This design comes from an exercise in tuning for small area, a short achievable clock period and few clock cycles on the open sky130 flow, not from production work.
Only simulation tests tie the RTL to the original design; equivalence was not proved.
No activity file was given, so power comes from the tool's default toggle rates.

==> flow/design.v <==
package nice_core_pkg;
   typedef logic [32-1:0]  nice_word_t;
   typedef logic [3-1:0] nice_idx_t;
   typedef enum logic [2:0] {
      OP_NONE,
      OP_LABUF,
      OP_LPBUF,
      OP_SBUF,
      OP_WORK,
      OP_ILLEGAL
   } nice_op_e;
   typedef enum logic [2:0] {
      S_IDLE,
      S_LOAD,
      S_STORE,
      S_WORK,
      S_RESP
   } nice_state_e;
   typedef enum logic [2:0] {
      X_IDLE,
      X_FETCH,
      X_ITER,
      X_WRITE,
      X_DONE
   } nice_exec_state_e;
   typedef struct packed {
      nice_word_t inst;
      nice_word_t rs1;
   } nice_req_t;
   typedef struct packed {
      logic       valid;
      logic       to_p;
      nice_idx_t  idx;
      nice_word_t data;
   } nice_ld_wr_t;
endpackage
`timescale 1ns/1ps
module nice_core_top (
   input  logic                  nice_clk,
   input  logic                  nice_rst_n,
   output logic                  nice_active,
   output logic                  nice_mem_holdup,
   input  logic                  nice_req_valid,
   output logic                  nice_req_ready,
   input  logic [32-1:0] nice_req_inst,
   input  logic [32-1:0] nice_req_rs1,
   input  logic [32-1:0] nice_req_rs2,
   output logic                  nice_rsp_valid,
   input  logic                  nice_rsp_ready,
   output logic [32-1:0] nice_rsp_rdat,
   output logic                  nice_rsp_err,
   output logic                  nice_icb_cmd_valid,
   input  logic                  nice_icb_cmd_ready,
   output logic [32-1:0] nice_icb_cmd_addr,
   output logic                  nice_icb_cmd_read,
   output logic [32-1:0] nice_icb_cmd_wdata,
   input  logic                  nice_icb_rsp_valid,
   output logic                  nice_icb_rsp_ready,
   input  logic [32-1:0] nice_icb_rsp_rdata,
   input  logic                  nice_icb_rsp_err
);
   localparam int STEPS = 2;
   logic d_mem3, d_labuf, d_lpbuf, d_sbuf, d_work, d_mem, d_ill;
   assign d_mem3  = (nice_req_inst[6:0] == 7'h7b) &&
                    (nice_req_inst[14:12] == 3'b010);
   assign d_labuf = d_mem3 && (nice_req_inst[31:25] == 7'b0000001);
   assign d_lpbuf = d_mem3 && (nice_req_inst[31:25] == 7'b0000011);
   assign d_sbuf  = d_mem3 && (nice_req_inst[31:25] == 7'b0000100);
   assign d_work  = (nice_req_inst[6:0] == 7'h7b) &&
                    (nice_req_inst[14:12] == 3'b000) &&
                    (nice_req_inst[31:25] == 7'b0000101);
   assign d_mem   = d_labuf | d_lpbuf | d_sbuf;
   assign d_ill   = !(d_mem | d_work);
   logic        inflight;    
   logic        k_work;
   logic        k_ill;
   logic        mem_busy;    
   logic        mem_done;    
   logic        is_store;
   logic        to_p;
   logic        err_r;
   logic [3:0]  cmd_cnt;
   logic [2:0]  rsp_cnt;
   logic [31:0] addr_r;
   logic        acc;
   logic        cmd_hsk;
   logic        rsp_fire;
   logic        rsp_hsk;
   logic [7:0]  rdy;         
   logic        cbusy;       
   logic [31:0] r_rd;        
   logic [31:0] r7;
   assign nice_req_ready = !inflight;
   assign acc            = nice_req_valid && !inflight;
   assign nice_active    = nice_req_valid || inflight;
   assign nice_icb_cmd_valid = mem_busy && !cmd_cnt[3] &&
                               (is_store ? rdy[cmd_cnt[2:0]] : !cbusy);
   assign nice_icb_cmd_addr  = addr_r;
   assign nice_icb_cmd_read  = !is_store;
   assign nice_icb_cmd_wdata = r_rd;
   assign nice_icb_rsp_ready = 1'b1;
   assign cmd_hsk  = nice_icb_cmd_valid && nice_icb_cmd_ready;
   assign rsp_fire = mem_busy && nice_icb_rsp_valid;
   assign nice_mem_holdup = mem_busy;
   assign nice_rsp_valid  = inflight && (k_ill || mem_done || (k_work && rdy[7]));
   assign nice_rsp_err    = err_r;
   assign nice_rsp_rdat   = k_work ? r7 : 32'h0;
   assign rsp_hsk         = nice_rsp_valid && nice_rsp_ready;
   always_ff @(posedge nice_clk) begin
      if (!nice_rst_n) begin
         inflight <= 1'b0;
         k_work   <= 1'b0;
         k_ill    <= 1'b0;
         mem_busy <= 1'b0;
         mem_done <= 1'b0;
      end else if (acc) begin
         inflight <= 1'b1;
         k_work   <= d_work;
         k_ill    <= d_ill;
         mem_busy <= d_mem;
         mem_done <= 1'b0;
      end else begin
         if (rsp_fire && rsp_cnt == 3'd7) begin
            mem_busy <= 1'b0;
            mem_done <= 1'b1;
         end
         if (rsp_hsk) begin
            inflight <= 1'b0;
            k_work   <= 1'b0;
            k_ill    <= 1'b0;
            mem_done <= 1'b0;
         end
      end
   end
   always_ff @(posedge nice_clk) begin
      if (acc) begin
         is_store <= d_sbuf;
         to_p     <= d_lpbuf;
         err_r    <= d_ill;
         cmd_cnt  <= 4'd0;
         rsp_cnt  <= 3'd0;
         addr_r   <= nice_req_rs1;
      end else begin
         if (cmd_hsk) begin
            cmd_cnt <= cmd_cnt + 4'd1;
            addr_r  <= addr_r + 32'd4;
         end
         if (rsp_fire) begin
            rsp_cnt <= rsp_cnt + 3'd1;
            err_r   <= err_r | nice_icb_rsp_err;
         end
      end
   end
   logic [31:0] a_mem [8];
   logic [31:0] p_mem [8];
   logic [7:0]  a_vld;
   logic [7:0]  p_vld;
   logic        ld_a;
   logic        ld_p;
   assign ld_a = rsp_fire && !is_store && !to_p;
   assign ld_p = rsp_fire && !is_store && to_p;
   always_ff @(posedge nice_clk) begin
      for (int i = 0; i < 8; i++) begin
         if (ld_a && rsp_cnt == i) a_mem[i] <= nice_icb_rsp_rdata;
         if (ld_p && rsp_cnt == i) p_mem[i] <= nice_icb_rsp_rdata;
      end
   end
   always_ff @(posedge nice_clk) begin
      if (!nice_rst_n) begin
         a_vld <= 8'h0;
         p_vld <= 8'h0;
      end else begin
         for (int i = 0; i < 8; i++) begin
            if (ld_a && rsp_cnt == i) a_vld[i] <= 1'b1;
            if (ld_p && rsp_cnt == i) p_vld[i] <= 1'b1;
         end
      end
   end
   logic [3:0]  ord;         
   logic        start;
   logic        pact;
   logic [2:0]  pk;
   logic [31:0] pa;
   logic [31:0] pp;
   logic [5:0]  la;
   logic [5:0]  lp;
   logic        direct;
   logic [4:0]  sh;
   logic [31:0] d0;
   logic        adv;
   logic        load;
   logic        dwr;
   function automatic [5:0] lzc32(input [31:0] x);
      integer i;
      begin
         lzc32 = 6'd32;
         for (i = 0; i < 32; i = i + 1) begin
            if (x[i]) lzc32 = 6'd31 - i[5:0];
         end
      end
   endfunction
   assign cbusy = !(&rdy);
   assign start = acc && d_work && !cbusy;
   assign pact  = start || (cbusy && !ord[3]);
   assign pk    = ord[2:0] - 3'd1;
   always_comb begin
      pa = 32'h0;
      pp = 32'h0;
      for (int i = 0; i < 8; i++) begin
         if (pk == i) begin
            pa = a_vld[i] ? a_mem[i] : 32'h0;
            pp = p_vld[i] ? p_mem[i] : 32'h0;
         end
      end
   end
   assign la     = lzc32(pa);
   assign lp     = lzc32(pp);
   assign direct = (pp == 32'h0) || (la > lp);
   assign sh     = 5'(lp - la);
   assign d0     = pp << sh;
   logic        ubusy;
   logic [4:0]  ucnt;        
   logic [31:0] urem;
   logic [31:0] ud;
   logic [2:0]  uk;
   logic        ufin;
   logic [31:0] unext;
   logic [31:0] dj;
   logic [32:0] df;
   always_comb begin
      dj = ud;
      df = 33'h0;
      unext = urem;
      for (int j = 0; j < STEPS; j++) begin
         dj = ud >> j;
         df = {1'b0, unext} - {1'b0, dj};
         if (ucnt >= 5'(j) && !df[32]) unext = df[31:0];
      end
   end
   assign ufin = ubusy && (ucnt < 5'(STEPS));
   assign adv  = pact && (direct ? !ufin : (!ubusy || ufin));
   assign load = adv && !direct;
   assign dwr  = adv && direct;
   always_ff @(posedge nice_clk) begin
      if (!nice_rst_n) begin
         ubusy <= 1'b0;
      end else if (load) begin
         ubusy <= 1'b1;
      end else if (ufin) begin
         ubusy <= 1'b0;
      end
   end
   always_ff @(posedge nice_clk) begin
      if (load) begin
         urem <= pa;
         ud   <= d0;
         ucnt <= sh;
         uk   <= pk;
      end else begin
         urem <= unext;
         ud   <= ud >> STEPS;
         ucnt <= ucnt - 5'(STEPS);
      end
   end
   logic [31:0] r_mem [8];
   logic [7:0]  r_vld;
   logic        r_we;
   logic [2:0]  r_wi;
   logic [31:0] r_wd;
   assign r_we = ufin || dwr;
   assign r_wi = ufin ? uk : pk;
   assign r_wd = ufin ? unext : pa;
   always_ff @(posedge nice_clk) begin
      for (int i = 0; i < 8; i++) begin
         if (r_we && r_wi == i) r_mem[i] <= r_wd;
      end
   end
   always_ff @(posedge nice_clk) begin
      if (!nice_rst_n) begin
         r_vld <= 8'h0;
         rdy   <= 8'hff;
         ord   <= 4'd0;
      end else begin
         for (int i = 0; i < 8; i++) begin
            if (start) rdy[i] <= r_we && r_wi == i;
            else if (r_we && r_wi == i) rdy[i] <= 1'b1;
            if (r_we && r_wi == i) r_vld[i] <= 1'b1;
         end
         if (start) ord <= 4'd1;
         else if (adv) ord <= ord + 4'd1;
      end
   end
   always_comb begin
      r_rd = 32'h0;
      for (int i = 0; i < 8; i++) begin
         if (cmd_cnt[2:0] == i && r_vld[i]) r_rd = r_mem[i];
      end
   end
   assign r7 = r_mem[7];
endmodule
==> flow/run.sh <==
#!/bin/bash
# synth_recipe.tcl (not shown) runs the flow's synth.tcl, then flattens the netlist and writes it again
# the make line also repeats each setting of config.mk as NAME=value (left out here)
make -C /OpenROAD-flow-scripts/flow DESIGN_CONFIG=/design/flow/config.mk WORK_HOME=/design/flow/orfs CLKGATE_MAP_FILE= SYNTH_SCRIPT=/design/flow/synth_recipe.tcl finish
==> flow/config.mk <==
export PLATFORM = sky130hd
export DESIGN_NAME = nice_core_top
export DESIGN_NICKNAME = nice_core_top
export VERILOG_FILES = /design/flow/design.v
export SDC_FILE = /design/flow/constraint.sdc
export NUM_CORES = 4
export LEC_CHECK = 0
export CAP_MARGIN = 20
export CORE_MARGIN = 2
export CORE_UTILIZATION = 40
export SLEW_MARGIN = 20
==> flow/constraint.sdc <==
create_clock -name core_clock -period 8.0 [get_ports {nice_clk}]
set_input_delay 1.6000 -clock core_clock [delete_from_list [all_inputs] [get_ports {nice_clk}]]
set_output_delay 1.6000 -clock core_clock [all_outputs]
set_load 0.01 [all_outputs]
==> reports/results.tsv, run 1 <==
stage	metric	value	unit
status	status	timing/DRC/antenna clean	
clock_network	H-tree depth	3	
hold_path	Hold WC Path Type	reg2reg	
synth	number of flops mapped to enable cells by yosys	807	
global_route	initial antenna violation count	8	
clock_network	hold_buf cts	0	
synth	synth top area cells	edfxtp_1 55%, dfxtp_1 5.3%, a21oi_1 3.9%, nand2_1 3.1%, ha_1 2.6%	
worst_setup_path	CP Class	reg2reg	
global_route	wire length of the first global-routing pass	193000	um
timing	RSZ-0062 raised after global routing	false	
worst_setup_path	Worst Setup End Kind	flip-flop	
synth	Top FF cell, synth	edfxtp_1	
hold_path	worst hold start	r_vld[6]$_SDFFE_PN0P_	
worst_setup_path	flop-to-flop setup slack	0.48	ns
synth	Seq cells post-synth	924	
timing	Setup Total Neg Slack	0	ns
worst_setup_path	FF-to-FF Start	ord[0]$_SDFFE_PN0P_	
place	post-DP HPWL	86300	um
worst_setup_path	Critical Path Fanout Max	52	
clock_network	cells resized by post-CTS repair	0	
clock_network	Max Buffers Root-to-Sink	3	
layout	Multi-input gate area	16300	sq um
synth	Yosys top cell by area	edfxtp_1	
synth	Yosys warnings	4	
timing	final worst slack	0.482	ns
drt	DRT iter0 DRCs	2593	
layout	Layout Utilization	47.2	%
place	Placement Cell Area	48300	sq um
timing	Slew headroom	22.5	%
layout	Nets	4177	
timing	Slew @ Worst Pin	1.16	ns
clock_network	Num CTS Buffers	98	
place	GPL Wtd Cong	0.914	
synth	top cells by count, synth	807 x edfxtp_1, 359 x nand2_1, 342 x a21oi_1	
timing	Tcrit/Tclk final	94.0	%
hold_path	WHS Endpoint	r_vld[6]$_SDFFE_PN0P_	
power	Tot Pwr	14.8	mW
clock_network	setup repair bufs after CTS	0	
global_route	GR Overflow Total	0	
layout	Finished Layout Cells	5444	
timing	Peak Freq	133	MHz
hold_path	Hold Path Cell Cnt	1	
floorplanning	Std-Cell Rows	121	
timing	Slew Viols, Final	0	
worst_setup_path	Crit Reg-Reg Endpoint	ud[6]$_DFF_P_	
floorplanning	die height	336	um
drt	Final ANT Viol Nets	0	
synth	Post-Syn Nets	3957	
drt	first drt pass iteration count	7	
timing	worst hold slack	0.459	ns
synth	post-synth top area share	55.0	%
layout	Layout Area Growth over Synthesis	16.8	%
floorplanning	# IOs	239	
synth	cells after synthesis	3726	
layout	layout cell share with drive strength beyond 1	10.7	%
power	leakage power	17.7	nW
synth	most numerous cell in the Yosys netlist	edfxtp_1	
clock_network	Clk Latency, worst-skew pair	0.69	ns
timing	# setup viols final	0	
clock_network	TritonCTS clock tree	built	
layout	FF/Latch Area	26600	sq um
drt	drc violations	0	
global_route	vias in the first global route	30500	
drt	DRT Wirelength	128000	um
floorplanning	CORE AREA	109000	sq um
drt	post-DR wirelength/cell	23.4	um
drt	detailed-route vias per instance	5.80	
power	Peak supply drop	0.363	mV
layout	Post-Layout Inst Area	51400	sq um
worst_setup_path	CP Launch Type	flip-flop	
layout	Fillers	9905	
power	pwr/cell area	288	nW/um^2
place	Placed Cells	5259	
worst_setup_path	CP Data Arrival Time	8.12	ns
clock_network	clock sink count	924	
synth	Seq/Total Area, Yosys	60.3	%
place	IO buf count	190	
drt	DR vias	31600	
synth	mapped cell area	44000	sq um
place	Place WS	0.544	ns
synth	Post-synth ARST share	0	%
global_route	largest net degree at the start of global routing	107	
timing	crit path time final	7.52	ns
global_route	Total Routing Usage GR	22.4	%
floorplanning	Die ar.	113000	sq um
worst_setup_path	worst r2r path cells	27	
clock_network	Clock Tree Root	clkbuf_16	
clock_network	clock transition at the registers of the reported paths	0.07	ns
synth	mean post-synth cell area	11.8	sq um
timing	clk_skew	0.0266	ns
worst_setup_path	Worst Path Required	8.60	ns
synth	distinct cell type count after synthesis	91	
floorplanning	initial core utilization	40.4	%
flow_run	Max-Cap Viols	0	
timing	final hold violations	0	
floorplanning	DIE WIDTH	336	um
==> power by group <==
part / switching [mW] / total, mW / internal, mW
sequential: 0.0855 / 5.47 / 5.39
combinational: 2.75 / 4.93 / 2.19
clock: 1.91 / 4.40 / 2.49
==> state kept, by name, indices dropped and copies added, names as in the netlist, 5 cells and up <==
register,cells
r_vld,8
ucnt,5
ud,32
r_mem,256
a_vld,8
p_mem,256
p_vld,8
a_mem,256
rdy,8
addr_r,32
urem,32
==> critical path, stage by stage, from the launching register on <==
cell	delay, ns
dfxtp_1	0.51
inv_1	0.22
ha_1	0.31
xnor2_4	0.37
clkinv_2	0.14
buf_12	0.20
buf_4	0.31
a21oi_1	0.20
o221ai_1	0.19
a31oi_2	0.47
o211ai_1	0.17
a311oi_1	0.31
o311ai_0	0.22
a2111oi_0	0.59
o21bai_1	0.18
a31o_2	0.32
ha_1	0.35
nor2b_1	0.15
o21a_1	0.16
o21a_1	0.18
o21a_1	0.17
o21a_1	0.18
o22a_1	0.29
nor2_1	0.26
nand3_4	0.19
buf_4	0.27
or3_1	0.40
o21ai_0	0.08
==> area by class of cell <==
| class | instances | area share [%] |
|---|---|---|
| diodes | 4 | 0.0195 |
| repair buffers | 357 | 6.46 |
| clock inverters | 48 | 0.783 |
| multi-input cells | 2476 | 31.7 |
| flip-flops and latches | 924 | 51.7 |
| clock buffers | 132 | 5.23 |
| well taps | 1414 | 3.44 |
| inverters | 89 | 0.652 |
==> worst max path at each step <==
stage	end	slack (ns)	depth (start not counted)	startpoint
6_report	ud[6]$_DFF_P_	0.48	27	ord[0]$_SDFFE_PN0P_
5_1_grt	r_vld[5]$_SDFFE_PN0P_	0.01	27	ord[0]$_SDFFE_PN0P_
4_1_cts	r_mem[6][5]$_DFFE_PP_	0.50	25	ud[8]$_DFF_P_
3_5_place_dp	r_mem[7][16]$_DFFE_PP_	0.54	25	ud[8]$_DFF_P_
3_3_place_gp	r_mem[7][29]$_DFFE_PP_	0.62	21	ud[8]$_DFF_P_
2_1_floorplan	r_mem[7][0]$_DFFE_PP_	1.10	29	ord[0]$_SDFFE_PN0P_
==> kinds of logic after synthesis <==
group / share of synthesized area [%]
other: 0.00851
adders and majority gates: 2.78
and+or+nand+nor: 10.5
DFF: 60.3
xor gates and xnor gates: 1.79
buffers and inverters: 3.09
AOI/OAI and AO/OA: 18.1
muxes: 3.37
==> placed cells by master (no fill, tap or decap), types with 98 or more instances in the layout <==
master	count
a21oi_1	341
edfxtp_1	807
nand2_1	359
buf_4	152
o21ai_0	169
nand3_1	98
mux2i_1	107
clkbuf_16	99
dfxtp_1	117
a211oi_1	102
clkdlybuf4s50_1	189
nor2_1	216
==> layer usage <==
| layer | global-route usage [%] | vias to the layer above | share of wire (%) |
|---|---|---|---|
| met5 | 0 | - | 0.011 |
| met4 | 7.05 | 4 | 3.0 |
| met3 | 3.25 | 212 | 5.1 |
| met2 | 37.0 | 961 | 47 |
| met1 | 30.4 | 15600 | 45 |
| li1 | - | 14800 | - |
Testbench counts, summed over its fixed seeds: cycles 4,803.
==> run 2: changes to the inputs <==
--- a/flow/design.v
+++ b/flow/design.v
@@ -176,7 +176,8 @@
          end
       end
    end
-   logic [3:0]  ord;         
+   logic [7:0]  psel;        
+   logic        pend;        
    logic        start;
    logic        pact;
    logic [2:0]  pk;
@@ -187,9 +188,7 @@
    logic        direct;
    logic [4:0]  sh;
    logic [31:0] d0;
-   logic        adv;
    logic        load;
-   logic        dwr;
    function automatic [5:0] lzc32(input [31:0] x);
       integer i;
       begin
@@ -201,15 +200,16 @@
    endfunction
    assign cbusy = !(&rdy);
    assign start = acc && d_work && !cbusy;
-   assign pact  = start || (cbusy && !ord[3]);
-   assign pk    = ord[2:0] - 3'd1;
+   assign pact  = start || (cbusy && !pend);
    always_comb begin
       pa = 32'h0;
       pp = 32'h0;
+      pk = 3'd0;
       for (int i = 0; i < 8; i++) begin
-         if (pk == i) begin
-            pa = a_vld[i] ? a_mem[i] : 32'h0;
-            pp = p_vld[i] ? p_mem[i] : 32'h0;
+         if (psel[i]) begin
+            pa = pa | (a_vld[i] ? a_mem[i] : 32'h0);
+            pp = pp | (p_vld[i] ? p_mem[i] : 32'h0);
+            pk = pk | 3'(i);
          end
       end
    end
@@ -227,20 +227,38 @@
    logic [31:0] unext;
    logic [31:0] dj;
    logic [32:0] df;
+   function automatic [32:0] sub_ge(input [31:0] x, input [31:0] y);
+      reg [31:0] gg;
+      reg [31:0] pp;
+      reg [31:0] hx;
+      integer i;
+      integer d;
+      begin
+         hx = x ^ ~y;
+         gg = x & ~y;
+         pp = x | ~y;
+         gg[0] = gg[0] | pp[0];
+         for (d = 1; d < 32; d = d * 2) begin
+            for (i = 31; i >= d; i = i - 1) begin
+               gg[i] = gg[i] | (pp[i] & gg[i-d]);
+               pp[i] = pp[i] & pp[i-d];
+            end
+         end
+         sub_ge = {gg[31], hx ^ {gg[30:0], 1'b1}};
+      end
+   endfunction
    always_comb begin
       dj = ud;
       df = 33'h0;
       unext = urem;
       for (int j = 0; j < STEPS; j++) begin
          dj = ud >> j;
-         df = {1'b0, unext} - {1'b0, dj};
-         if (ucnt >= 5'(j) && !df[32]) unext = df[31:0];
+         df = sub_ge(unext, dj);
+         if (ucnt >= 5'(j) && df[32]) unext = df[31:0];
       end
    end
    assign ufin = ubusy && (ucnt < 5'(STEPS));
-   assign adv  = pact && (direct ? !ufin : (!ubusy || ufin));
-   assign load = adv && !direct;
-   assign dwr  = adv && direct;
+   assign load = pact && (!ubusy || ufin);
    always_ff @(posedge nice_clk) begin
       if (!nice_rst_n) begin
          ubusy <= 1'b0;
@@ -253,8 +271,8 @@
    always_ff @(posedge nice_clk) begin
       if (load) begin
          urem <= pa;
-         ud   <= d0;
-         ucnt <= sh;
+         ud   <= direct ? 32'h0 : d0;
+         ucnt <= direct ? 5'd0 : sh;
          uk   <= pk;
       end else begin
          urem <= unext;
@@ -262,32 +280,37 @@
          ucnt <= ucnt - 5'(STEPS);
       end
    end
+   always_ff @(posedge nice_clk) begin
+      if (!nice_rst_n) begin
+         psel <= 8'h80;
+         pend <= 1'b0;
+      end else if (start) begin
+         psel <= 8'h01;
+         pend <= 1'b0;
+      end else if (load) begin
+         psel <= {psel[6:0], 1'b0};
+         pend <= psel[6];
+      end else if (!cbusy) begin
+         psel <= 8'h80;
+      end
+   end
    logic [31:0] r_mem [8];
    logic [7:0]  r_vld;
-   logic        r_we;
-   logic [2:0]  r_wi;
-   logic [31:0] r_wd;
-   assign r_we = ufin || dwr;
-   assign r_wi = ufin ? uk : pk;
-   assign r_wd = ufin ? unext : pa;
    always_ff @(posedge nice_clk) begin
       for (int i = 0; i < 8; i++) begin
-         if (r_we && r_wi == i) r_mem[i] <= r_wd;
+         if (ufin && uk == i) r_mem[i] <= unext;
       end
    end
    always_ff @(posedge nice_clk) begin
       if (!nice_rst_n) begin
          r_vld <= 8'h0;
          rdy   <= 8'hff;
-         ord   <= 4'd0;
       end else begin
          for (int i = 0; i < 8; i++) begin
-            if (start) rdy[i] <= r_we && r_wi == i;
-            else if (r_we && r_wi == i) rdy[i] <= 1'b1;
-            if (r_we && r_wi == i) r_vld[i] <= 1'b1;
+            if (start) rdy[i] <= 1'b0;
+            else if (ufin && uk == i) rdy[i] <= 1'b1;
+            if (ufin && uk == i) r_vld[i] <= 1'b1;
          end
-         if (start) ord <= 4'd1;
-         else if (adv) ord <= ord + 4'd1;
       end
    end
    always_comb begin
--- a/flow/config.mk
+++ b/flow/config.mk
@@ -8,4 +8,5 @@
 export CAP_MARGIN = 20
 export CORE_MARGIN = 2
 export CORE_UTILIZATION = 40
+export SETUP_SLACK_MARGIN = 4.2
 export SLEW_MARGIN = 20
==> run 2 against run 1 <==
Effect of this change:
- cell count is 3.2% higher
- via count is 3.2% higher
- clock-buffer cell count is 4 lower
- critical path type unchanged
- highest routed layer unchanged
==> reports/results.tsv, run 2 <==
stage	metric	value	unit
synth	main combinational cell family by area after synthesis	simple AND/OR/NAND/NOR gates	
synth	Yosys top cell by area	edfxtp_1	
clock_network	Max Buffers Root-to-Sink	3	
timing	Slew Viols, Final	0	
timing	Setup Total Neg Slack	0	ns
synth	Post-Synth Simple-Gate Area	13.4	%
worst_setup_path	CP Launch Type	flip-flop	
worst_setup_path	CP Data Arrival Time	6.09	ns
floorplanning	initial core utilization	40.3	%
synth	Seq cells post-synth	929	
layout	leading registers by flop count	a_mem x256, p_mem x256, r_mem x256	
drt	first drt pass iteration count	5	
hold_path	worst hold start	r_vld[7]$_SDFFE_PN0P_	
clock_network	clock sink count	929	
worst_setup_path	Worst Setup SP	urem[0]$_DFF_P_	
floorplanning	Die ar.	110000	sq um
global_route	initial antenna violation count	5	
timing	RSZ-0062 raised after global routing	true	
clock_network	H-tree depth	3	
place	IO buf count	190	
worst_setup_path	Critical Path Fanout Max	7	
timing	final hold violations	0	
timing	clk_skew	0.0538	ns
layout	commonest non-fill, non-tap cell in the layout	edfxtp_1	
synth	synth top area cells	edfxtp_1 56%, dfxtp_1 5.7%, ha_1 4.3%, nand3_1 3.8%, nor2_1 2.5%	
place	Placement Cell Area	47100	sq um
synth	mux share of post-synthesis cell area	2.57	%
synth	post-synth top area share	56.4	%
synth	xor and xnor fraction of the mapped netlist area	1.94	%
clock_network	clock transition at the registers of the reported paths	0.07	ns
clock_network	Num CTS Buffers	98	
power	Tot Pwr	11.3	mW
clock_network	Clk Latency, worst-skew pair	0.71	ns
synth	Post-synth ARST share	0	%
timing	Tcrit/Tclk final	69.1	%
floorplanning	DIE WIDTH	332	um
timing	Peak Freq	181	MHz
synth	Yosys warnings	4	
synth	most numerous cell in the Yosys netlist	edfxtp_1	
timing	# setup viols final	0	
synth	Top FF cell, synth	edfxtp_1	
drt	drc violations	0	
clock_network	TritonCTS clock tree	built	
power	leakage power	20.5	nW
global_route	largest net degree at the start of global routing	75	
synth	number of flops mapped to enable cells by yosys	807	
drt	DR vias	32600	
drt	DRT iter0 DRCs	3236	
floorplanning	Std-Cell Rows	120	
layout	highest-count cells in the layout ignoring fill and taps	807 x edfxtp_1, 313 x nand3_1, 238 x nor2_1	
synth	top cells by count, synth	807 x edfxtp_1, 328 x nand3_1, 291 x nor2_1	
synth	Synth Area in Adders	4.45	%
floorplanning	die height	332	um
synth	mapped cell area	43000	sq um
global_route	vias in the first global route	31300	
layout	Post-Layout Inst Area	57700	sq um
global_route	Total Routing Usage GR	24.2	%
power	Peak supply drop	0.170	mV
synth	Post-Syn Nets	3905	
drt	post-DR wirelength/cell	25.0	um
drt	detailed-route vias per instance	5.80	
hold_path	Hold WC Path Type	reg2reg	
status	status	timing/DRC/antenna clean	
worst_setup_path	Worst Path Required	8.56	ns
global_route	wire length of the first global-routing pass	202000	um
clock_network	Clock Tree Root	clkbuf_16	
timing	Slew @ Worst Pin	0.948	ns
timing	crit path time final	5.53	ns
drt	Final ANT Viol Nets	0	
power	pwr/cell area	196	nW/um^2
worst_setup_path	FF-to-FF Start	urem[0]$_DFF_P_	
place	post-DP HPWL	77400	um
global_route	GR Overflow Total	0	
synth	cells after synthesis	3619	
synth	distinct cell type count after synthesis	81	
layout	Layout Area Growth over Synthesis	34.4	%
place	GPL Wtd Cong	0.883	
synth	Synth Area in Compound Gates	12.2	%
drt	DRT Wirelength	141000	um
floorplanning	CORE AREA	107000	sq um
layout	layout cell share with drive strength beyond 1	29.3	%
layout	Fillers	8669	
floorplanning	# IOs	239	
flow_run	Max-Cap Viols	0	
worst_setup_path	CP Class	reg2reg	
worst_setup_path	Worst Setup End Kind	flip-flop	
synth	mean post-synth cell area	11.9	sq um
timing	Slew headroom	36.2	%
layout	Nets	4418	
synth	Seq/Total Area, Yosys	62.1	%
==> run 2: cell types whose count changed after synthesis, sizes merged, moves of 31 or more <==
cell,previous run,this run
mux2i,107,68
nor2,226,291
a221o,46,2
nand3,101,328
nand4,34,89
nand2,359,229
o21ai,171,140
ha,93,148
a211oi,107,73
a22oi,55,108
inv,89,166
a21oi,342,185
==> run 2: logic make-up after synthesis <==
logic type | count (synthesis)
simple gates | 1192
flops | 929
compound gates | 786
buf+inv | 370
fa+ha+maj | 151
xor+xnor | 95
mux | 95
other cells | 1
==> run 2: worst max-delay path, stage by stage, from the launching register on <==
cell	delay [ns]
dfxtp_2	0.33
inv_2	0.04
ha_4	0.15
inv_2	0.05
fa_2	0.23
nand2b_4	0.07
a221oi_4	0.31
o2111ai_2	0.15
and4b_2	0.30
a21oi_4	0.24
o21ai_4	0.13
buf_6	0.18
o21ai_4	0.14
inv_2	0.08
ha_4	0.17
or4_4	0.54
nor3_4	0.18
o221a_4	0.27
o311ai_4	0.11
a21o_1	0.27
a31oi_4	0.22
nor2_4	0.08
a31oi_4	0.20
buf_12	0.16
buf_12	0.13
mux2_4	0.36
mux2_4	0.27
==> run 2: per-stage QoR <==
stage	util, %	hold WS [ns]	cells	worst slack, ns
after detailed placement	44.1	0.445	5074	1.14
after global placement	44.0	0.439	5069	1.17
after floorplan	-	0.432	3619	3.01
final	54.1	0.456	5620	2.47
after global routing	54.1	0.488	5619	2.29
after CTS	51.9	0.458	5511	2.52
==> run 2: what timing repair did <==
| item | 4_1_cts | 5_1_grt |
|---|---|---|
| pin swaps | 200 | 168 |
| cloned | 42 | 14 |
| setup endpoints to repair | 403 | 595 |
| buffers inserted | 212 | 92 |
| hold buffers | 0 | 0 |
| resized for setup | 701 | 306 |
==> run 2: final timing paths <==
check,slack [ns],to,depth (start not counted)
worst max-delay path,2.47,urem[24]$_DFF_P_,26
worst min-delay path,0.46,r_vld[7]$_SDFFE_PN0P_,1
worst max register to register,2.47,urem[24]$_DFF_P_,26
worst min register to register,0.46,r_vld[7]$_SDFFE_PN0P_,1
==> run 2: layout make-up <==
cell class | instances | area, sq um | share of cell area, %
Timing Repair inverter | 2 | 20.0 | 0.0347
Sequential cell | 929 | 26800 | 46.3
Multi-Input combinational cell | 2332 | 18500 | 32.0
Clock buffer | 128 | 2580 | 4.48
Timing Repair Buffer | 601 | 6930 | 12.0
Antenna cell | 2 | 5.00 | 0.00867
Clock inverter | 55 | 533 | 0.923
Inverter | 168 | 664 | 1.15
Tap cell | 1403 | 1760 | 3.04
==> run 2: per-layer routing <==
metal	wire length [um]	GRT usage, %	share of wire (%)	vias to the layer above
li1	-	-	-	14700
met1	57600	32.0	41	16200
met2	67200	40.1	48	1411
met3	10500	4.10	7.4	320
met4	5500	8.55	3.9	6
met5	40	0	0.028	-
==> run 2: where the power goes <==
part | total, mW | switching (mW) | internal, mW
Combinational | 1.37 | 0.794 | 0.572
Clock | 4.45 | 1.98 | 2.47
Sequential | 5.49 | 0.0512 | 5.44
Testbench counts of run 2, summed over its fixed seeds: cycles 4,928.
==> run 3: changes to the inputs <==
--- a/flow/design.v
+++ b/flow/design.v
@@ -98,9 +98,9 @@
    assign nice_icb_cmd_addr  = addr_r;
    assign nice_icb_cmd_read  = !is_store;
    assign nice_icb_cmd_wdata = r_rd;
-   assign nice_icb_rsp_ready = 1'b1;
+   assign nice_icb_rsp_ready = rsp_ok;
    assign cmd_hsk  = nice_icb_cmd_valid && nice_icb_cmd_ready;
-   assign rsp_fire = mem_busy && nice_icb_rsp_valid;
+   assign rsp_fire = mem_busy && nice_icb_rsp_valid && rsp_ok;
    assign nice_mem_holdup = mem_busy;
    assign nice_rsp_valid  = inflight && (k_ill || mem_done || (k_work && rdy[7]));
    assign nice_rsp_err    = err_r;
@@ -151,19 +151,53 @@
          end
       end
    end
-   logic [31:0] a_mem [8];
-   logic [31:0] p_mem [8];
+   logic [31:0] a_q [8];
+   logic [31:0] p_q [8];
+   logic [5:0]  la_q [8];    
+   logic [5:0]  lp_q [8];
+   logic        wr_a;
+   logic        wr_p;
+   function automatic [5:0] lzc32(input [31:0] x);
+      integer i;
+      begin
+         lzc32 = 6'd32;
+         for (i = 0; i < 32; i = i + 1) begin
+            if (x[i]) lzc32 = 6'd31 - i[5:0];
+         end
+      end
+   endfunction
+   logic [2:0]  offa;
+   logic [2:0]  offp;
    logic [7:0]  a_vld;
    logic [7:0]  p_vld;
    logic        ld_a;
    logic        ld_p;
+   logic        rsp_ok;
+   assign rsp_ok = is_store || (rsp_cnt == 3'd0) ||
+                   (3'((to_p ? offp : offa) + rsp_cnt) == 3'd0);
    assign ld_a = rsp_fire && !is_store && !to_p;
    assign ld_p = rsp_fire && !is_store && to_p;
    always_ff @(posedge nice_clk) begin
-      for (int i = 0; i < 8; i++) begin
-         if (ld_a && rsp_cnt == i) a_mem[i] <= nice_icb_rsp_rdata;
-         if (ld_p && rsp_cnt == i) p_mem[i] <= nice_icb_rsp_rdata;
-      end
+      for (int i = 0; i < 7; i++) begin
+         a_q[i] <= a_q[i+1];
+         p_q[i] <= p_q[i+1];
+      end
+      a_q[7] <= ld_a ? nice_icb_rsp_rdata : a_q[0];
+      p_q[7] <= ld_p ? nice_icb_rsp_rdata : p_q[0];
+      for (int i = 0; i < 7; i++) begin
+         if (i != 6) begin
+            la_q[i] <= la_q[i+1];
+            lp_q[i] <= lp_q[i+1];
+         end
+      end
+      la_q[7] <= la_q[0];
+      lp_q[7] <= lp_q[0];
+      la_q[6] <= wr_a ? lzc32(a_q[7]) : la_q[7];
+      lp_q[6] <= wr_p ? lzc32(p_q[7]) : lp_q[7];
+      wr_a    <= ld_a;
+      wr_p    <= ld_p;
+      offa   <= (ld_a && rsp_cnt == 3'd0) ? 3'd7 : offa - 3'd1;
+      offp   <= (ld_p && rsp_cnt == 3'd0) ? 3'd7 : offp - 3'd1;
    end
    always_ff @(posedge nice_clk) begin
       if (!nice_rst_n) begin
@@ -189,33 +223,48 @@
    logic [4:0]  sh;
    logic [31:0] d0;
    logic        load;
-   function automatic [5:0] lzc32(input [31:0] x);
-      integer i;
-      begin
-         lzc32 = 6'd32;
-         for (i = 0; i < 32; i = i + 1) begin
-            if (x[i]) lzc32 = 6'd31 - i[5:0];
-         end
-      end
-   endfunction
    assign cbusy = !(&rdy);
    assign start = acc && d_work && !cbusy;
    assign pact  = start || (cbusy && !pend);
+   logic        pva;
+   logic        pvp;
    always_comb begin
-      pa = 32'h0;
-      pp = 32'h0;
-      pk = 3'd0;
+      pk  = 3'd0;
+      pva = 1'b0;
+      pvp = 1'b0;
       for (int i = 0; i < 8; i++) begin
          if (psel[i]) begin
-            pa = pa | (a_vld[i] ? a_mem[i] : 32'h0);
-            pp = pp | (p_vld[i] ? p_mem[i] : 32'h0);
-            pk = pk | 3'(i);
+            pk  = pk | 3'(i);
+            pva = pva | a_vld[i];
+            pvp = pvp | p_vld[i];
          end
       end
    end
-   assign la     = lzc32(pa);
-   assign lp     = lzc32(pp);
-   assign direct = (pp == 32'h0) || (la > lp);
+   logic [7:0]  sela;
+   logic [7:0]  selp;
+   always_ff @(posedge nice_clk) begin
+      if (ld_a && rsp_cnt == 3'd0) sela <= 8'h40;
+      else if (!load) sela <= {sela[0], sela[7:1]};
+      if (ld_p && rsp_cnt == 3'd0) selp <= 8'h40;
+      else if (!load) selp <= {selp[0], selp[7:1]};
+   end
+   always_comb begin
+      pa = 32'h0;
+      pp = 32'h0;
+      la = 6'd0;
+      lp = 6'd0;
+      for (int i = 0; i < 8; i++) begin
+         if (sela[i]) pa = pa | a_q[i];
+         if (selp[i]) pp = pp | p_q[i];
+         if (sela[i]) la = la | la_q[i];
+         if (selp[i]) lp = lp | lp_q[i];
+      end
+      if (!pva) pa = 32'h0;
+      if (!pvp) pp = 32'h0;
+      if (!pva) la = 6'd32;
+      if (!pvp) lp = 6'd32;
+   end
+   assign direct = lp[5] || (la > lp);
    assign sh     = 5'(lp - la);
    assign d0     = pp << sh;
    logic        ubusy;
@@ -225,37 +274,19 @@
    logic [2:0]  uk;
    logic        ufin;
    logic [31:0] unext;
-   logic [31:0] dj;
-   logic [32:0] df;
-   function automatic [32:0] sub_ge(input [31:0] x, input [31:0] y);
-      reg [31:0] gg;
-      reg [31:0] pp;
-      reg [31:0] hx;
-      integer i;
-      integer d;
-      begin
-         hx = x ^ ~y;
-         gg = x & ~y;
-         pp = x | ~y;
-         gg[0] = gg[0] | pp[0];
-         for (d = 1; d < 32; d = d * 2) begin
-            for (i = 31; i >= d; i = i - 1) begin
-               gg[i] = gg[i] | (pp[i] & gg[i-d]);
-               pp[i] = pp[i] & pp[i-d];
-            end
-         end
-         sub_ge = {gg[31], hx ^ {gg[30:0], 1'b1}};
-      end
-   endfunction
+   logic [33:0] e1;
+   logic [33:0] e2;
+   logic [33:0] e3;
+   logic        two;
+   assign two = (ucnt != 5'd0);
+   assign e1  = {2'b0, urem} - {3'b0, ud[31:1]};
+   assign e2  = {2'b0, urem} - {2'b0, ud};
+   assign e3  = {2'b0, urem} - {2'b0, ud} - {3'b0, ud[31:1]};
    always_comb begin
-      dj = ud;
-      df = 33'h0;
-      unext = urem;
-      for (int j = 0; j < STEPS; j++) begin
-         dj = ud >> j;
-         df = sub_ge(unext, dj);
-         if (ucnt >= 5'(j) && df[32]) unext = df[31:0];
-      end
+      if (two && !e3[33])      unext = e3[31:0];
+      else if (!e2[33])        unext = e2[31:0];
+      else if (two && !e1[33]) unext = e1[31:0];
+      else                     unext = urem;
    end
    assign ufin = ubusy && (ucnt < 5'(STEPS));
    assign load = pact && (!ubusy || ufin);
--- a/flow/config.mk
+++ b/flow/config.mk
@@ -8,5 +8,5 @@
 export CAP_MARGIN = 20
 export CORE_MARGIN = 2
 export CORE_UTILIZATION = 40
-export SETUP_SLACK_MARGIN = 4.2
+export SETUP_SLACK_MARGIN = 3.8
 export SLEW_MARGIN = 20
==> run 3 against run 2 <==
Effect of this change:
- still clean
- utilization fell by 3.9 points
- via count shrank 3.1%
- area after synthesis is 2.6% lower
- global-route usage fell by 1.6 points
- worst hold slack lost 0.14 ns
- sequential power grew 27%
- flip-flop and latch count increased by 120
- critical path depth is 2 lower
- register-to-register slack better by 0.47 ns
- largest cell class unchanged
==> reports/results.tsv, run 3 <==
stage	metric	value	unit
clock_network	Num CTS Buffers	104	
place	post-DP HPWL	81400	um
synth	mux share of post-synthesis cell area	4.06	%
drt	post-DR wirelength/cell	22.2	um
drt	detailed-route vias per instance	5.62	
synth	Post-Syn Nets	4106	
drt	drc violations	0	
floorplanning	Die ar.	107000	sq um
synth	top cells by count, synth	754 x dfxtp_1, 295 x edfxtp_1, 292 x a22oi_1	
synth	Synth Area in Adders	3.86	%
timing	Tcrit/Tclk final	63.2	%
drt	DRT Wirelength	125000	um
timing	Slew headroom	25.3	%
power	Logic pwr share	47.8	%
synth	distinct cell type count after synthesis	81	
synth	Yosys top cell by area	dfxtp_1	
worst_setup_path	CP Launch Type	flip-flop	
global_route	initial antenna violation count	3	
place	IO buf count	191	
drt	DR vias	31600	
global_route	vias in the first global route	30500	
layout	Layout Area Growth over Synthesis	24.3	%
synth	Seq cells post-synth	1049	
layout	layout cell share with drive strength beyond 1	18.7	%
layout	Post-Layout Inst Area	52000	sq um
worst_setup_path	Worst Setup End Kind	flip-flop	
clock_network	H-tree depth	3	
power	Net Sw Frac	37.8	%
timing	Peak Freq	198	MHz
power	Clock power frac	22.0	%
place	Placement Cell Area	45400	sq um
synth	post-synth top area share	36.1	%
drt	DRT iter0 DRCs	2512	
timing	# setup viols final	0	
floorplanning	# IOs	239	
synth	Post-synth ARST share	0	%
synth	main combinational cell family by area after synthesis	compound AO/OA/AOI/OAI gates	
worst_setup_path	WP buf/inv	5	
layout	Fillers	9250	
synth	synth top area cells	dfxtp_1 36%, edfxtp_1 21%, a22oi_1 5.2%, ha_1 3.6%, a21oi_1 2.8%	
clock_network	TritonCTS clock tree	built	
worst_setup_path	Worst Path Required	8.59	ns
synth	Synth Area in Compound Gates	19.0	%
clock_network	clock sink count	1049	
power	leakage power	19.0	nW
timing	Slew Viols, Final	0	
drt	Final ANT Viol Nets	0	
clock_network	clock transition at the registers of the reported paths	0.06	ns
timing	clk_skew	0.0384	ns
floorplanning	die height	327	um
synth	Post-Synth Simple-Gate Area	10.1	%
timing	crit path time final	5.06	ns
synth	cells after synthesis	3845	
worst_setup_path	CP Data Arrival Time	5.65	ns
synth	Seq/Total Area, Yosys	57.2	%
power	pwr/cell area	446	nW/um^2
timing	Slew @ Worst Pin	1.11	ns
global_route	largest net degree at the start of global routing	77	
floorplanning	Std-Cell Rows	118	
worst_setup_path	Critical Path Max Stage Delay	0.36	ns
timing	Setup Total Neg Slack	0	ns
floorplanning	CORE AREA	104000	sq um
timing	final hold violations	0	
synth	mean post-synth cell area	10.9	sq um
clock_network	Max Buffers Root-to-Sink	3	
synth	xor and xnor fraction of the mapped netlist area	2.62	%
synth	Yosys warnings	6	
power	share of power burned in registers	30.2	%
global_route	wire length of the first global-routing pass	189000	um
layout	highest-count cells in the layout ignoring fill and taps	745 x dfxtp_1, 295 x edfxtp_1, 271 x nor2_1, 271 x a22oi_1, 261 x nand2_1	
global_route	Total Routing Usage GR	22.6	%
global_route	GR Overflow Total	0	
place	GPL Wtd Cong	0.907	
synth	number of flops mapped to enable cells by yosys	295	
worst_setup_path	slowest CP cell	mux2_4	
power	Tot Pwr	23.2	mW
power	Net Sw Power	8.76	mW
worst_setup_path	Cell Chain, Critical Path	inv_2, ha_4, inv_2, fa_2, a211oi_2, o211ai_1, buf_4, a32oi_4, a21boi_2, o21ai_2, nand2_2, xor2_2, ha_1, and3_4, nand3_4, nor2_1, a32o_2, o21ai_4, a32o_2, a211oi_4, buf_12, buf_12, mux2_4, mux2_2	
floorplanning	initial core utilization	40.4	%
worst_setup_path	CP Class	reg2reg	
synth	most numerous cell in the Yosys netlist	dfxtp_1	
floorplanning	DIE WIDTH	327	um
timing	RSZ-0062 raised after global routing	true	
power	P_int	14.4	mW
layout	commonest non-fill, non-tap cell in the layout	dfxtp_1	
worst_setup_path	Critical Path Fanout Max	6	
layout	Nets	4407	
hold_path	Hold WC Path Type	reg2reg	
worst_setup_path	Worst path top cell family by delay	compound AO/OA/AOI/OAI gates	
drt	first drt pass iteration count	8	
synth	Top FF cell, synth	dfxtp_1	
power	Peak supply drop	0.348	mV
layout	leading registers by flop count	a_q x256, p_q x256, r_mem x256	
clock_network	Clock Tree Root	clkbuf_16	
status	status	timing/DRC/antenna clean	
synth	mapped cell area	41900	sq um
flow_run	Max-Cap Viols	0	
clock_network	Clk Latency, worst-skew pair	0.71	ns
-- run 3: worst register-to-register path, cell delays in order, from the launching register on --
cell and delay, ns:
dfxtp_1 0.31, inv_2 0.07, ha_4 0.12, inv_2 0.03, fa_2 0.34, a211oi_2 0.26, o211ai_1 0.11, buf_4 0.16
a32oi_4 0.30, a21boi_2 0.10, o21ai_2 0.20, nand2_2 0.10, xor2_2 0.16, ha_1 0.32, and3_4 0.21, nand3_4 0.09
nor2_1 0.12, a32o_2 0.29, o21ai_4 0.10, a32o_2 0.31, a211oi_4 0.26, buf_12 0.19, buf_12 0.16, mux2_4 0.37
mux2_2 0.27
-- run 3: power groups by stage --
stage	clock network (mW)	logic (mW)	registers, mW
global placement	0	7.54	7.12
CTS	5.18	10.1	6.99
floorplan	0	5.54	7.06
detailed placement	0	7.65	7.12
global route	5.42	11.8	7.01
finish	5.11	11.1	6.99
-- run 3: area by class of cell --
cell class	instances	area, sq um	share of cell area (%)
timing repair buffer	385	3790	7.29
clock inverter	56	692	1.33
timing repair inverter	1	7.51	0.0144
antenna	2	5.00	0.00962
multi-input combinational	2489	18400	35.4
inverter	116	465	0.895
tap	1380	1730	3.32
sequential	1049	24000	46.1
clock buffer	136	2910	5.60
-- run 3: cells by family after synthesis --
group | Yosys count
compound gates | 1163
simple gates | 904
flops | 1049
mux | 154
fa+ha+maj | 126
buf+inv | 324
xor+xnor | 125
-- run 3: per-stage QoR --
stage          hold WS [ns]  worst slack (ns)  utilization (%)  instances
3_3_place_gp          0.332              1.84             43.8       5267
3_5_place_dp          0.336              1.77             43.8       5267
4_1_cts               0.315              2.92             49.3       5566
2_1_floorplan         0.331              3.57                -       3845
5_1_grt               0.322              2.76             50.2       5613
6_report              0.317              2.94             50.2       5614
-- run 3: repair_timing --
item	CTS	global route
setup endpoints to repair	380	374
buffers inserted	84	40
gates resized for setup	411	143
pin swaps	103	74
hold buffers	0	0
cloned	23	3
-- run 3: final timing paths --
kind / startpoint / endpoint / slack (ns) / cells past startpoint
setup reg to reg: urem[0]$_DFF_P_ / urem[2]$_DFF_P_ / 2.94 / 24
hold reg to reg: a_q[1][31]$_DFF_P_ / a_q[0][31]$_DFF_P_ / 0.32 / 0
hold / removal: a_q[1][31]$_DFF_P_ / a_q[0][31]$_DFF_P_ / 0.32 / 0
setup / recovery: urem[0]$_DFF_P_ / urem[2]$_DFF_P_ / 2.94 / 24
-- run 3: per-layer routing --
| layer | share of wire, % | vias to the layer above | track usage [%] |
|---|---|---|---|
| met5 | 0 | - | 0 |
| met4 | 2.2 | 0 | 5.82 |
| met3 | 5.3 | 161 | 2.94 |
| met2 | 47 | 960 | 36.9 |
| met1 | 46 | 15500 | 31.6 |
| li1 | - | 15000 | - |
Testbench counts of run 3, summed over its fixed seeds: cycles 4,928.
==> run 4: changes to the inputs <==
--- a/flow/design.v
+++ b/flow/design.v
@@ -89,12 +89,13 @@
    logic [7:0]  rdy;         
    logic        cbusy;       
    logic [31:0] r_rd;        
+   logic [7:0]  csel;        
    logic [31:0] r7;
    assign nice_req_ready = !inflight;
    assign acc            = nice_req_valid && !inflight;
    assign nice_active    = nice_req_valid || inflight;
    assign nice_icb_cmd_valid = mem_busy && !cmd_cnt[3] &&
-                               (is_store ? rdy[cmd_cnt[2:0]] : !cbusy);
+                               (is_store ? |(csel & rdy) : !cbusy);
    assign nice_icb_cmd_addr  = addr_r;
    assign nice_icb_cmd_read  = !is_store;
    assign nice_icb_cmd_wdata = r_rd;
@@ -138,11 +139,13 @@
          to_p     <= d_lpbuf;
          err_r    <= d_ill;
          cmd_cnt  <= 4'd0;
+         csel     <= 8'h01;
          rsp_cnt  <= 3'd0;
          addr_r   <= nice_req_rs1;
       end else begin
          if (cmd_hsk) begin
             cmd_cnt <= cmd_cnt + 4'd1;
+            csel    <= {csel[6:0], csel[7]};
             addr_r  <= addr_r + 32'd4;
          end
          if (rsp_fire) begin
@@ -223,6 +226,7 @@
    logic [4:0]  sh;
    logic [31:0] d0;
    logic        load;
+   logic        uld;
    assign cbusy = !(&rdy);
    assign start = acc && d_work && !cbusy;
    assign pact  = start || (cbusy && !pend);
@@ -281,7 +285,17 @@
    assign two = (ucnt != 5'd0);
    assign e1  = {2'b0, urem} - {3'b0, ud[31:1]};
    assign e2  = {2'b0, urem} - {2'b0, ud};
-   assign e3  = {2'b0, urem} - {2'b0, ud} - {3'b0, ud[31:1]};
+   logic [33:0] cs_a;
+   logic [33:0] cs_b;
+   logic [33:0] cs_c;
+   logic [33:0] cs_s;
+   logic [33:0] cs_k;
+   assign cs_a = {2'b0, urem};
+   assign cs_b = ~{2'b0, ud};
+   assign cs_c = ~{3'b0, ud[31:1]};
+   assign cs_s = cs_a ^ cs_b ^ cs_c;
+   assign cs_k = (cs_a & cs_b) | (cs_a & cs_c) | (cs_b & cs_c);
+   assign e3  = cs_s - ~{cs_k[32:0], 1'b1};
    always_comb begin
       if (two && !e3[33])      unext = e3[31:0];
       else if (!e2[33])        unext = e2[31:0];
@@ -289,7 +303,8 @@
       else                     unext = urem;
    end
    assign ufin = ubusy && (ucnt < 5'(STEPS));
-   assign load = pact && (!ubusy || ufin);
+   assign uld  = !ubusy || ufin;
+   assign load = pact && uld;
    always_ff @(posedge nice_clk) begin
       if (!nice_rst_n) begin
          ubusy <= 1'b0;
@@ -300,7 +315,7 @@
       end
    end
    always_ff @(posedge nice_clk) begin
-      if (load) begin
+      if (uld) begin
          urem <= pa;
          ud   <= direct ? 32'h0 : d0;
          ucnt <= direct ? 5'd0 : sh;
@@ -347,7 +362,7 @@
    always_comb begin
       r_rd = 32'h0;
       for (int i = 0; i < 8; i++) begin
-         if (cmd_cnt[2:0] == i && r_vld[i]) r_rd = r_mem[i];
+         if (csel[i] && r_vld[i]) r_rd = r_rd | r_mem[i];
       end
    end
    assign r7 = r_mem[7];
--- a/flow/config.mk
+++ b/flow/config.mk
@@ -8,5 +8,5 @@
 export CAP_MARGIN = 20
 export CORE_MARGIN = 2
 export CORE_UTILIZATION = 40
-export SETUP_SLACK_MARGIN = 3.8
+export SETUP_SLACK_MARGIN = 4.0
 export SLEW_MARGIN = 20
==> run 4 against run 3 <==
Effect of this change:
- first-iteration DRC count up 12%
- maximum frequency is 21% higher
- clock skew rose by 0.021 ns
==> reports/results.tsv, run 4 <==
stage	metric	value	unit
floorplanning	# IOs	239	
synth	Seq cells post-synth	1057	
worst_setup_path	CP Class	reg2out	
clock_network	hold_buf cts	0	
timing	Slew headroom	30.2	%
worst_setup_path	CP Launch Type	flip-flop	
power	Peak supply drop	0.213	mV
layout	Layout Area Growth over Synthesis	21.9	%
place	Placement Cell Area	45700	sq um
power	pwr/cell area	205	nW/um^2
floorplanning	CORE AREA	105000	sq um
synth	distinct cell type count after synthesis	94	
worst_setup_path	CP Data Arrival Time	2.58	ns
status	status	timing/DRC/antenna clean	
place	Placed Cells	5219	
floorplanning	Die ar.	108000	sq um
clock_network	clock transition at the registers of the reported paths	0.06	ns
worst_setup_path	Worst Path Required	6.40	ns
clock_network	TritonCTS clock tree	built	
layout	Fillers	9409	
power	leakage power	19.0	nW
layout	leading registers by flop count	a_q x256, p_q x256, r_mem x256	
clock_network	Clock Tree Root	clkbuf_16	
synth	mapped cell area	42300	sq um
floorplanning	initial core utilization	40.2	%
worst_setup_path	Worst Setup End Kind	output pin	
synth	number of flops mapped to enable cells by yosys	295	
drt	Final ANT Viol Nets	0	
layout	commonest non-fill, non-tap cell in the layout	dfxtp_1	
synth	mean post-synth cell area	11.2	sq um
flow_run	Max-Cap Viols	0	
worst_setup_path	Worst path top cell family by delay	adder cells	
hold_path	Hold WC Path Type	reg2reg	
timing	clk_skew	0.0597	ns
global_route	wire length of the first global-routing pass	189000	um
clock_network	Max Buffers Root-to-Sink	3	
clock_network	H-tree depth	3	
global_route	GR Overflow Total	0	
layout	FF/Latch Area	24100	sq um
layout	Post-Layout Inst Area	51500	sq um
synth	synth top area cells	dfxtp_1 36%, edfxtp_1 21%, a22oi_1 7.1%, ha_1 3.5%, nand2_1 2.2%	
timing	crit path time final	4.18	ns
timing	Slew Viols, Final	0	
floorplanning	DIE WIDTH	329	um
drt	drc violations	0	
drt	DRT Wirelength	129000	um
synth	Top FF cell, synth	dfxtp_1	
worst_setup_path	slowest CP cell	edfxtp_1	
drt	DR vias	31700	
clock_network	clock sink count	1057	
place	post-DP HPWL	81300	um
synth	Post-synth ARST share	0	%
place	GPL Wtd Cong	0.904	
timing	final hold violations	0	
layout	highest-count cells in the layout ignoring fill and taps	750 x dfxtp_1, 399 x a22oi_1, 295 x edfxtp_1	
layout	Nets	4314	
timing	# setup viols final	0	
timing	Tcrit/Tclk final	52.2	%
global_route	vias in the first global route	30200	
clock_network	Clk Latency, worst-skew pair	0.72	ns
worst_setup_path	WP buf/inv	2	
layout	Multi-input gate area	18000	sq um
synth	post-synth top area share	36.1	%
synth	most numerous cell in the Yosys netlist	dfxtp_1	
drt	detailed-route vias per instance	5.76	
synth	Yosys warnings	6	
synth	Seq/Total Area, Yosys	57.0	%
layout	Finished Layout Cells	5499	
timing	Slew @ Worst Pin	1.04	ns
timing	Setup Total Neg Slack	0	ns
global_route	initial antenna violation count	3	
worst_setup_path	Critical Path Max Stage Delay	0.45	ns
place	IO buf count	191	
worst_setup_path	Cell Chain, Critical Path	o21ai_2, ha_2, inv_1, fa_2, xor2_1, xnor2_1, a311o_1, buf_2	
timing	Peak Freq	239	MHz
synth	Yosys top cell by area	dfxtp_1	
synth	Post-Syn Nets	4067	
drt	DRT iter0 DRCs	2815	
timing	RSZ-0062 raised after global routing	true	
drt	post-DR wirelength/cell	23.5	um
synth	cells after synthesis	3777	
synth	top cells by count, synth	762 x dfxtp_1, 400 x a22oi_1, 295 x edfxtp_1	
drt	first drt pass iteration count	6	
global_route	largest net degree at the start of global routing	82	
global_route	Total Routing Usage GR	22.6	%
floorplanning	die height	329	um
worst_setup_path	Critical Path Fanout Max	3	
floorplanning	Std-Cell Rows	119	
clock_network	Num CTS Buffers	103	
layout	layout cell share with drive strength beyond 1	13.6	%
==> run 4: cell count changes in the layout (fill, tap and decap cells not counted), moves of 29 or more <==
| cell | change |
|---|---|
| buf_4 | -52 |
| nor2_1 | -84 |
| a22oi_1 | +128 |
| fa_1 | +31 |
| nand4_1 | +45 |
| a211oi_2 | -65 |
| buf_2 | -29 |
| a21oi_1 | -52 |
| a21oi_2 | -30 |
==> run 4: final cells by class <==
cell class / count / share of cell area (%)
sequential: 1057 / 46.8
multi-input combinational: 2412 / 35.0
timing repair buffer: 336 / 7.21
clock buffer: 139 / 5.63
tap: 1391 / 3.38
clock inverter: 49 / 1.14
inverter: 114 / 0.845
antenna: 1 / 0.00486
==> run 4: path summary, 6_finish.rpt <==
| check | endpoint | depth (start not counted) | startpoint | slack (ns) |
|---|---|---|---|---|
| worst max-delay path | nice_icb_rsp_ready | 8 | to_p$_DFFE_PP_ | 3.82 |
| worst min-delay path | a_q[4][26]$_DFF_P_ | 0 | a_q[5][26]$_DFF_P_ | 0.31 |
| worst max register to register | r_mem[4][9]$_DFFE_PP_ | 18 | ud[2]$_DFF_P_ | 3.84 |
| worst min register to register | a_q[4][26]$_DFF_P_ | 0 | a_q[5][26]$_DFF_P_ | 0.31 |
==> run 4: through the flow <==
step / worst slack (ns) / hold WS [ns] / total power [mW] / util, %
final: 3.82 / 0.310 / 10.6 / 49.0
after global routing: 3.68 / 0.318 / 10.9 / 49.0
after CTS: 3.72 / 0.305 / 10.7 / 47.8
after detailed placement: 2.78 / 0.336 / 5.78 / 43.5
after global placement: 2.83 / 0.332 / 5.77 / 43.5
after floorplan: 4.05 / 0.331 / 5.67 / -
==> run 4: routing by layer <==
layer  GRT usage (%)  part of all wire [%]  up-vias  wire, um
li1                -                     -    14700         -
met1            31.4                    45    15600     57900
met2            37.1                    46     1099     59800
met3            2.88                   5.7      222      7420
met4            6.49                   3.3        0      4330
met5               0                     0        -         0
==> run 4: power breakdown <==
part | internal [mW] | switching, mW | leakage, nW
clock | 2.77 | 2.16 | 1.70
sequential | 5.49 | 0.0161 | 8.43
combinational | 0.0789 | 0.0705 | 8.87
total | 8.34 | 2.24 | 19.0
==> run 4: cells by family after synthesis <==
group / Yosys count / share of synthesized area, %
AOI/OAI and AO/OA: 1120 / 18.6
DFF: 1057 / 57.0
and+or+nand+nor: 868 / 10.1
buffers and inverters: 315 / 2.92
adders and majority gates: 155 / 5.23
muxes: 151 / 3.78
xor gates and xnor gates: 111 / 2.30
==> run 4: repair_timing <==
item                       in CTS  in global routing
buffers inserted               20                 45
pin swaps                      19                 32
cloned                         10                 16
setup endpoints to repair     351                345
gates resized for setup       168                162
Testbench counts of run 4, summed over its fixed seeds: cycles 4,928.
==> run 5: changes to the inputs <==
--- a/flow/design.v
+++ b/flow/design.v
@@ -169,15 +169,22 @@
          end
       end
    endfunction
-   logic [2:0]  offa;
-   logic [2:0]  offp;
    logic [7:0]  a_vld;
    logic [7:0]  p_vld;
    logic        ld_a;
    logic        ld_p;
    logic        rsp_ok;
-   assign rsp_ok = is_store || (rsp_cnt == 3'd0) ||
-                   (3'((to_p ? offp : offa) + rsp_cnt) == 3'd0);
+   logic [2:0]  ph;
+   logic [2:0]  ph_n;
+   logic        cnt0;
+   logic        cnt0_n;
+   assign ph_n   = (rsp_fire && cnt0) ? 3'd0 : rsp_fire ? ph : ph - 3'd1;
+   assign cnt0_n = acc ? 1'b1 : (rsp_fire ? 1'b0 : cnt0);
+   always_ff @(posedge nice_clk) begin
+      ph     <= ph_n;
+      cnt0   <= cnt0_n;
+      rsp_ok <= (acc ? d_sbuf : is_store) || cnt0_n || (ph_n == 3'd0);
+   end
    assign ld_a = rsp_fire && !is_store && !to_p;
    assign ld_p = rsp_fire && !is_store && to_p;
    always_ff @(posedge nice_clk) begin
@@ -199,8 +206,6 @@
       lp_q[6] <= wr_p ? lzc32(p_q[7]) : lp_q[7];
       wr_a    <= ld_a;
       wr_p    <= ld_p;
-      offa   <= (ld_a && rsp_cnt == 3'd0) ? 3'd7 : offa - 3'd1;
-      offp   <= (ld_p && rsp_cnt == 3'd0) ? 3'd7 : offp - 3'd1;
    end
    always_ff @(posedge nice_clk) begin
       if (!nice_rst_n) begin
@@ -342,9 +347,33 @@
    end
    logic [31:0] r_mem [8];
    logic [7:0]  r_vld;
+   logic [31:0] wb;
+   logic [2:0]  wk;
+   logic        wv;
+   logic [7:0]  wsel;
    always_ff @(posedge nice_clk) begin
+      wb <= unext;
+      wk <= uk;
       for (int i = 0; i < 8; i++) begin
-         if (ufin && uk == i) r_mem[i] <= unext;
+         if (wsel[i]) r_mem[i] <= wb;
+      end
+   end
+   logic [7:0]  wsel_n;
+   logic [7:0]  csel_n;
+   logic        fw;          
+   always_comb begin
+      for (int i = 0; i < 8; i++) wsel_n[i] = ufin && (uk == i);
+   end
+   assign csel_n = cmd_hsk ? {csel[6:0], csel[7]} : csel;
+   always_ff @(posedge nice_clk) begin
+      if (!nice_rst_n) begin
+         wv   <= 1'b0;
+         wsel <= 8'h0;
+         fw   <= 1'b0;
+      end else begin
+         wv   <= ufin;
+         wsel <= wsel_n;
+         fw   <= |(csel_n & wsel_n);
       end
    end
    always_ff @(posedge nice_clk) begin
@@ -355,7 +384,7 @@
          for (int i = 0; i < 8; i++) begin
             if (start) rdy[i] <= 1'b0;
             else if (ufin && uk == i) rdy[i] <= 1'b1;
-            if (ufin && uk == i) r_vld[i] <= 1'b1;
+            if (wsel[i]) r_vld[i] <= 1'b1;
          end
       end
    end
@@ -364,6 +393,7 @@
       for (int i = 0; i < 8; i++) begin
          if (csel[i] && r_vld[i]) r_rd = r_rd | r_mem[i];
       end
+      if (fw) r_rd = wb;
    end
-   assign r7 = r_mem[7];
+   assign r7 = wsel[7] ? wb : r_mem[7];
 endmodule
--- a/flow/config.mk
+++ b/flow/config.mk
@@ -8,5 +8,5 @@
 export CAP_MARGIN = 20
 export CORE_MARGIN = 2
 export CORE_UTILIZATION = 40
-export SETUP_SLACK_MARGIN = 4.0
+export SETUP_SLACK_MARGIN = 4.2
 export SLEW_MARGIN = 20
==> run 5 against run 4 <==
Effect of this change:
- worst hold slack improved by 0.0080 ns
- non-clock buffer count increased by 68
- first-iteration DRC count decreased by 8.6%
- clock skew decreased by 0.019 ns
- highest routed layer is now met5
==> reports/results.tsv, run 5 <==
stage	metric	value	unit
worst_setup_path	CP Class	reg2out	
power	Peak supply drop	0.215	mV
layout	Fillers	9508	
worst_setup_path	worst r2r path cells	14	
global_route	vias in the first global route	31300	
timing	# setup viols final	0	
drt	DRT iter0 DRCs	2573	
synth	Yosys top cell by area	dfxtp_1	
place	Place WS	2.82	ns
layout	layout cell share with drive strength beyond 1	20.3	%
worst_setup_path	CP Data Arrival Time	2.32	ns
drt	Final ANT Viol Nets	0	
layout	Layout Utilization	50.3	%
layout	FF/Latch Area	24700	sq um
timing	Tcrit/Tclk final	49.0	%
synth	mapped cell area	43500	sq um
place	GPL Wtd Cong	0.902	
drt	detailed-route vias per instance	5.76	
drt	DR top layer	met5	
worst_setup_path	Worst Setup End Kind	output pin	
floorplanning	initial core utilization	40.5	%
layout	leading registers by flop count	a_q x256, p_q x256, r_mem x256	
drt	first drt pass iteration count	7	
clock_network	Num CTS Buffers	110	
synth	Post-synth ARST share	0	%
flow_run	Max-Cap Viols	0	
clock_network	Clk Latency, worst-skew pair	0.72	ns
timing	final worst slack	4.08	ns
power	Tot Pwr	11.3	mW
layout	Nets	4465	
timing	Slew Viols, Final	0	
hold_path	Hold WC Path Type	reg2reg	
timing	final hold violations	0	
clock_network	Clock Tree Root	clkbuf_16	
hold_path	Hold Path Cell Cnt	0	
clock_network	Max Buffers Root-to-Sink	3	
clock_network	H-tree depth	3	
worst_setup_path	CP Launch Type	flip-flop	
drt	WL met3	9110	um
synth	post-synth top area share	38.4	%
synth	synth top area cells	dfxtp_1 38%, edfxtp_1 18%, a22oi_1 6.8%, mux2_2 3.8%, ha_1 3.4%	
synth	cells after synthesis	3878	
timing	Peak Freq	255	MHz
layout	highest-count cells in the layout ignoring fill and taps	793 x dfxtp_1, 296 x a22oi_1, 262 x edfxtp_1	
timing	worst hold slack	0.318	ns
place	post-DP HPWL	83100	um
synth	mean post-synth cell area	11.2	sq um
clock_network	clock sink count	1097	
floorplanning	die height	334	um
worst_setup_path	Critical Path Fanout Max	8	
synth	number of flops mapped to enable cells by yosys	262	
timing	RSZ-0062 raised after global routing	true	
global_route	GR Overflow Total	0	
synth	distinct cell type count after synthesis	90	
global_route	wire length of the first global-routing pass	199000	um
floorplanning	Die ar.	111000	sq um
floorplanning	Std-Cell Rows	120	
layout	Multi-input gate area	18900	sq um
timing	Setup Total Neg Slack	0	ns
place	IO buf count	191	
floorplanning	# IOs	239	
drt	routed length on met2	61400	um
drt	drc violations	0	
global_route	largest net degree at the start of global routing	66	
timing	clk_skew	0.0409	ns
synth	most numerous cell in the Yosys netlist	dfxtp_1	
drt	post-DR wirelength/cell	23.9	um
synth	Post-Syn Nets	4165	
layout	commonest non-fill, non-tap cell in the layout	dfxtp_1	
layout	Layout Area Growth over Synthesis	24.3	%
timing	crit path time final	3.92	ns
timing	Slew headroom	22.7	%
drt	DRT Wirelength	135000	um
status	status	timing/DRC/antenna clean	
synth	Yosys warnings	6	
floorplanning	CORE AREA	108000	sq um
synth	Seq cells post-synth	1097	
synth	top cells by count, synth	835 x dfxtp_1, 392 x a22oi_1, 262 x edfxtp_1, 262 x nand2_1, 180 x a21oi_1	
floorplanning	DIE WIDTH	334	um
power	pwr/cell area	208	nW/um^2
global_route	Total Routing Usage GR	23.3	%
power	leakage power	20.3	nW
synth	Seq/Total Area, Yosys	56.5	%
timing	Slew @ Worst Pin	1.16	ns
clock_network	clock transition at the registers of the reported paths	0.06	ns
drt	DR vias	32700	
global_route	initial antenna violation count	3	
worst_setup_path	Worst Path Required	6.40	ns
drt	M1 wire length	60200	um
synth	Top FF cell, synth	dfxtp_1	
clock_network	TritonCTS clock tree	built	
[run 5: cell types whose count changed after synthesis, sizes merged, moves of 10 or more]
cell,before,now
nor2,204,170
edfxtp,295,262
o211ai,43,53
nand4,103,83
clkbuf,157,171
a21oi,158,184
nand2,245,263
a211oi,35,24
mux2,71,146
nand3,55,36
dfxtp,762,835
[run 5: area by class of cell]
type	count	share of cell area [%]
Timing Repair Buffer	404	8.22
Clock buffer	153	5.89
Inverter	103	0.773
Tap cell	1403	3.25
Sequential cell	1097	45.6
Antenna cell	1	0.00463
Clock inverter	55	1.31
Multi-Input combinational cell	2462	34.9
[run 5: kinds of logic after synthesis]
family          count (synthesis)  share of synthesized area, %
compound gates               1163                          18.7
mux                           221                          5.51
simple gates                  813                          9.19
fa+ha+maj                     152                          4.98
flops                        1097                          56.5
buf+inv                       321                          2.93
xor+xnor                      111                          2.23
[run 5: critical path: stages (launching register included)]
cell and delay, ns:
dfxtp_4 0.34, and2_4 0.22, buf_12 0.15, buf_16 0.14, a22oi_2 0.13, nand4_1 0.14, mux2_4 0.31, buf_4 0.16
[run 5: layer usage]
metal / vias to the layer above / track usage [%]
met5: - / 0
met4: 2 / 7.76
met3: 234 / 4.46
met2: 1148 / 37.2
met1: 16200 / 31.7
li1: 15100 / -
[run 5: metrics by stage]
step	cell area, sq um	instances
after global placement	46700	5305
after floorplan	43500	3878
after detailed placement	46700	5305
after CTS	52400	5593
final	54100	5678
after global routing	54100	5678
[run 5: path summary, 6_finish.rpt]
kind,from,end,slack [ns]
setup / recovery,csel[2]$_SDFF_PP0_,nice_icb_cmd_wdata[16],4.08
setup reg to reg,ud[23]$_DFF_P_,urem[20]$_DFF_P_,4.09
hold reg to reg,a_q[4][20]$_DFF_P_,a_q[3][20]$_DFF_P_,0.32
hold / removal,a_q[4][20]$_DFF_P_,a_q[3][20]$_DFF_P_,0.32
[run 5: power by group]
part | switching (mW) | leakage, nW | internal [mW]
Clock | 2.29 | 1.90 | 3.14
Sequential | 0.0146 | 9.26 | 5.66
Combinational | 0.0686 | 9.19 | 0.0782
Total | 2.38 | 20.3 | 8.88
[run 5: repair_timing]
item | CTS | global route
buffers inserted | 63 | 72
gates resized for setup | 369 | 279
hold buffers | 0 | 0
cloned | 17 | 12
setup endpoints to repair | 162 | 159
pin swaps | 39 | 82
Testbench counts of run 5, summed over its fixed seeds: cycles 4,928.

==> port drivers added, routing unchanged <==
Ports are ideal in the flow. The routed layouts listed here were re-timed in OpenROAD. Step 1 sets driving cells, clkbuf_16 on the clock port and buf_2 on the other inputs (assumed; they add their load-dependent delay and slew). Step 2, shift: input delay + t, output delay - t, t = (earliest + latest rising clock arrival at the registers) / 2. This alone moves slack from input paths to output paths. Three values: ideal, step 1, step 2; two values: the first two.
| run | t, ns | setup WS [ns] |
|---|---|---|
| run 1 | 0.746 | 0.482 / 0.482 / 0.482 |
| run 2 | 0.754 | 2.470 / 2.470 / 2.470 |
| run 3 | 0.758 | 2.940 / 2.940 / 2.940 |
| run 4 | 0.753 | 3.822 / 3.756 / 3.714 |
| run 5 | 0.766 | 4.083 / 4.014 / 3.746 |
After both steps setup and hold are still met in every run listed.
